Source: an optimization exercise on an open RTL-to-GDS flow (aim: small area and a short achievable clock period). Production flows keep margins and buffers that such runs may drop. Only simulation tests tie the RTL to the original design; equivalence was not proved.

## run A
==> flow/design.v <==
package biu_pkg;
    localparam int PHYS_AW = 20;
    localparam int DATA_W = 8;
endpackage
module responder_mem (
    input  logic        clk,
    input  logic [15:0] wsel_hi,
    input  logic [15:0] nwsel_hi,
    input  logic [15:0] sel_hi,
    input  logic [15:0] sel_lo,
    input  logic [7:0]  wdata,
    output logic [31:0] rpart
);
    logic [7:0] mem_q [256];
    for (genvar w = 0; w < 256; w++) begin : g_word
        logic we, nwe;
        assign we  = wsel_hi[w / 16] & sel_lo[w % 16];
        assign nwe = nwsel_hi[w / 16] | ~sel_lo[w % 16];
        always_ff @(posedge clk)
            mem_q[w] <= (mem_q[w] & {8{nwe}}) | (wdata & {8{we}});
    end
    logic [15:0] rsel_lo [4];
    logic [15:0] rsel_hi;
    always_ff @(posedge clk) begin
        for (int c = 0; c < 4; c++) rsel_lo[c] <= sel_lo & {16{|sel_hi[c*4 +: 4]}};
        rsel_hi <= sel_hi;
    end
    logic [7:0] grp [16];
    logic [31:0] rpart_d;
    always_comb begin
        for (int h = 0; h < 16; h++) begin
            grp[h] = '0;
            for (int l = 0; l < 16; l++)
                grp[h] = grp[h] | (mem_q[h*16+l] & {8{rsel_lo[h/4][l]}});
        end
        rpart_d = '0;
        for (int h = 0; h < 16; h++)
            rpart_d[(h/4)*8 +: 8] = rpart_d[(h/4)*8 +: 8] | (grp[h] & {8{rsel_hi[h]}});
    end
    always_ff @(posedge clk) rpart <= rpart_d;
endmodule
module bus_responder (
    input  logic                        clk,
    input  logic                        rst,
    input  logic [biu_pkg::PHYS_AW-1:0] addr_bus,
    input  logic                        ale,
    input  logic                        rd,
    input  logic                        wr,
    input  logic [biu_pkg::DATA_W-1:0]  data_in,
    output logic [biu_pkg::DATA_W-1:0]  data_out,
    output logic                        data_oe,
    output logic                        ready,
    output logic                        hit,
    output logic                        err
);
    logic s_addr, s_wait, s_acc, s_hm, s_miss, s_hold, hit_a, miss_go;
    logic rd_dir;
    logic [15:0] sel_hi, sel_lo;
    logic [7:0] wdata_q;
    logic [15:0] wsel_hi, nwsel_hi;
    logic [31:0] rpart;
    logic [7:0]  rdata;
    assign rdata = rpart[7:0] | rpart[15:8] | rpart[23:16] | rpart[31:24];
    logic idle, busy, latch, strobe, both, dir_strobe, drive, hit_d;
    assign s_hold     = s_hm & !s_miss;
    assign busy       = s_wait | s_acc | s_hm;
    assign idle       = !(busy | s_addr);
    assign latch      = ale && (idle || s_addr);
    assign strobe     = rd | wr;
    assign both       = rd & wr;
    assign dir_strobe = rd_dir ? rd : wr;
    assign drive      = (s_acc || (s_hold && strobe)) && rd_dir;
    assign miss_go    = s_addr && !ale && strobe && (both || !hit_a);
    always_comb begin
        hit_d = hit;
        if (latch)                  hit_d = addr_bus[19:8] == 12'h000;
        else if (s_addr && both)    hit_d = 1'b0;
        else if (s_hold && !strobe) hit_d = 1'b0;
    end
    responder_mem u_mem (
        .clk   (clk),
        .wsel_hi (wsel_hi),
        .nwsel_hi(nwsel_hi),
        .sel_hi(sel_hi),
        .sel_lo(sel_lo),
        .wdata (wdata_q),
        .rpart (rpart)
    );
    always_ff @(posedge clk or negedge rst) begin
        if (!rst) begin
            s_addr   <= 1'b0;
            s_wait   <= 1'b0;
            s_acc    <= 1'b0;
            s_hm     <= 1'b0;
            s_miss   <= 1'b0;
            ready    <= 1'b0;
            hit      <= 1'b0;
            err      <= 1'b0;
            data_oe  <= 1'b0;
            data_out <= '0;
        end else begin
            s_addr   <= latch || (s_addr && !strobe);
            s_wait   <= s_addr && !ale && strobe && !both && hit_a;
            s_acc    <= s_wait && dir_strobe;
            s_hm     <= s_acc || (s_hm && strobe) || miss_go;
            s_miss   <= miss_go || (s_miss && strobe);
            ready    <= s_acc || (s_hold && strobe);
            hit      <= hit_d;
            err      <= (s_addr && !ale && both) || (ale && busy);
            data_oe  <= drive;
            data_out <= rdata & {8{drive}};
        end
    end
    always_ff @(posedge clk) begin
        if (latch) begin
            sel_hi <= 16'(1) << addr_bus[7:4];
            sel_lo <= 16'(1) << addr_bus[3:0];
            hit_a  <= addr_bus[19:8] == 12'h000;
        end
        if (s_addr && !ale && strobe) rd_dir <= rd;
        wdata_q <= data_in;
        wsel_hi  <= sel_hi & {16{s_acc && !rd_dir}};
        nwsel_hi <= ~(sel_hi & {16{s_acc && !rd_dir}});
    end
endmodule
==> flow/config.mk <==
export PLATFORM = sky130hd
export DESIGN_NAME = bus_responder
export DESIGN_NICKNAME = bus_responder
export VERILOG_FILES = /design/flow/design.v
export SDC_FILE = /design/flow/constraint.sdc
export NUM_CORES = 4
export LEC_CHECK = 0
export CAP_MARGIN = 20
export CORE_MARGIN = 2
export CORE_UTILIZATION = 60
export CTS_CLUSTER_DIAMETER = 100
export CTS_CLUSTER_SIZE = 25
export PLACE_DENSITY = 0.7
export SETUP_SLACK_MARGIN = 2.3
export SLEW_MARGIN = 20
==> flow/constraint.sdc <==
create_clock -name core_clock -period 4.0 [get_ports {clk}]
set_input_delay 0.8000 -clock core_clock [delete_from_list [all_inputs] [get_ports {clk}]]
set_output_delay 0.8000 -clock core_clock [all_outputs]
set_load 0.01 [all_outputs]
run.sh (not shown) runs the stock make flow with config.mk's settings and CLKGATE_MAP_FILE= SYNTH_SCRIPT=/design/flow/synth_recipe.tcl, a recipe that flattens the netlist after the stock synthesis.
Run A was carried through to the last stage, and its layout satisfied the timing, design-rule and antenna checks.
Input-level comparison between run B and run A:
Settings: SETUP_SLACK_MARGIN: 2.3 -> 1.7.
### Flow results
Of run A and run B, the run reporting the lower non-clock buffer count was run B.
In the tables for run A and run B, fraction of met1 tracks used by global routing reads lower with run B.
Looking at cell with the largest stage delay on the worst path, the o21ai_0 result is from run B; the dfrtp_1 one comes from run A.
Wire length of the first global-routing pass, run B vs run A: down by a few percent
Summary of the comparison: final worst slack is lower in run B, relative to run A.

static timing again, ports no longer ideal:
Ports are ideal in the flow. The routed layouts listed here were re-timed in OpenROAD. Step 1 (the two cells are an assumption about what drives the block):
set clk [get_ports {clk}]
set_driving_cell -lib_cell sky130_fd_sc_hd__clkbuf_16 $clk
set_driving_cell -lib_cell sky130_fd_sc_hd__buf_2 [delete_from_list [all_inputs] $clk]
Step 2, shift: input delay + t, output delay - t, t = (earliest + latest rising clock arrival at the registers) / 2. This alone moves slack from input paths to output paths. Three values: ideal, step 1, step 2; two values: the first two.
run | t, ns | slack for setup (ns) | hold WS [ns] | latest minus earliest clock arrival (ns) | cell pins on the clock port's net
run A | 0.833 | 1.911 / 1.828 / 1.714 | 0.466 / 0.413 / 0.483 | 0.039 / 0.039 | 1
run B | 0.811 | 1.583 / 1.583 / 1.433 | 0.470 / 0.420 / 0.481 | 0.037 / 0.036 | 1
After both steps setup and hold are still met in every run listed. The setup slack of run A, which loses most, moves by -0.083 ns with the drivers and by -0.197 ns with both steps.
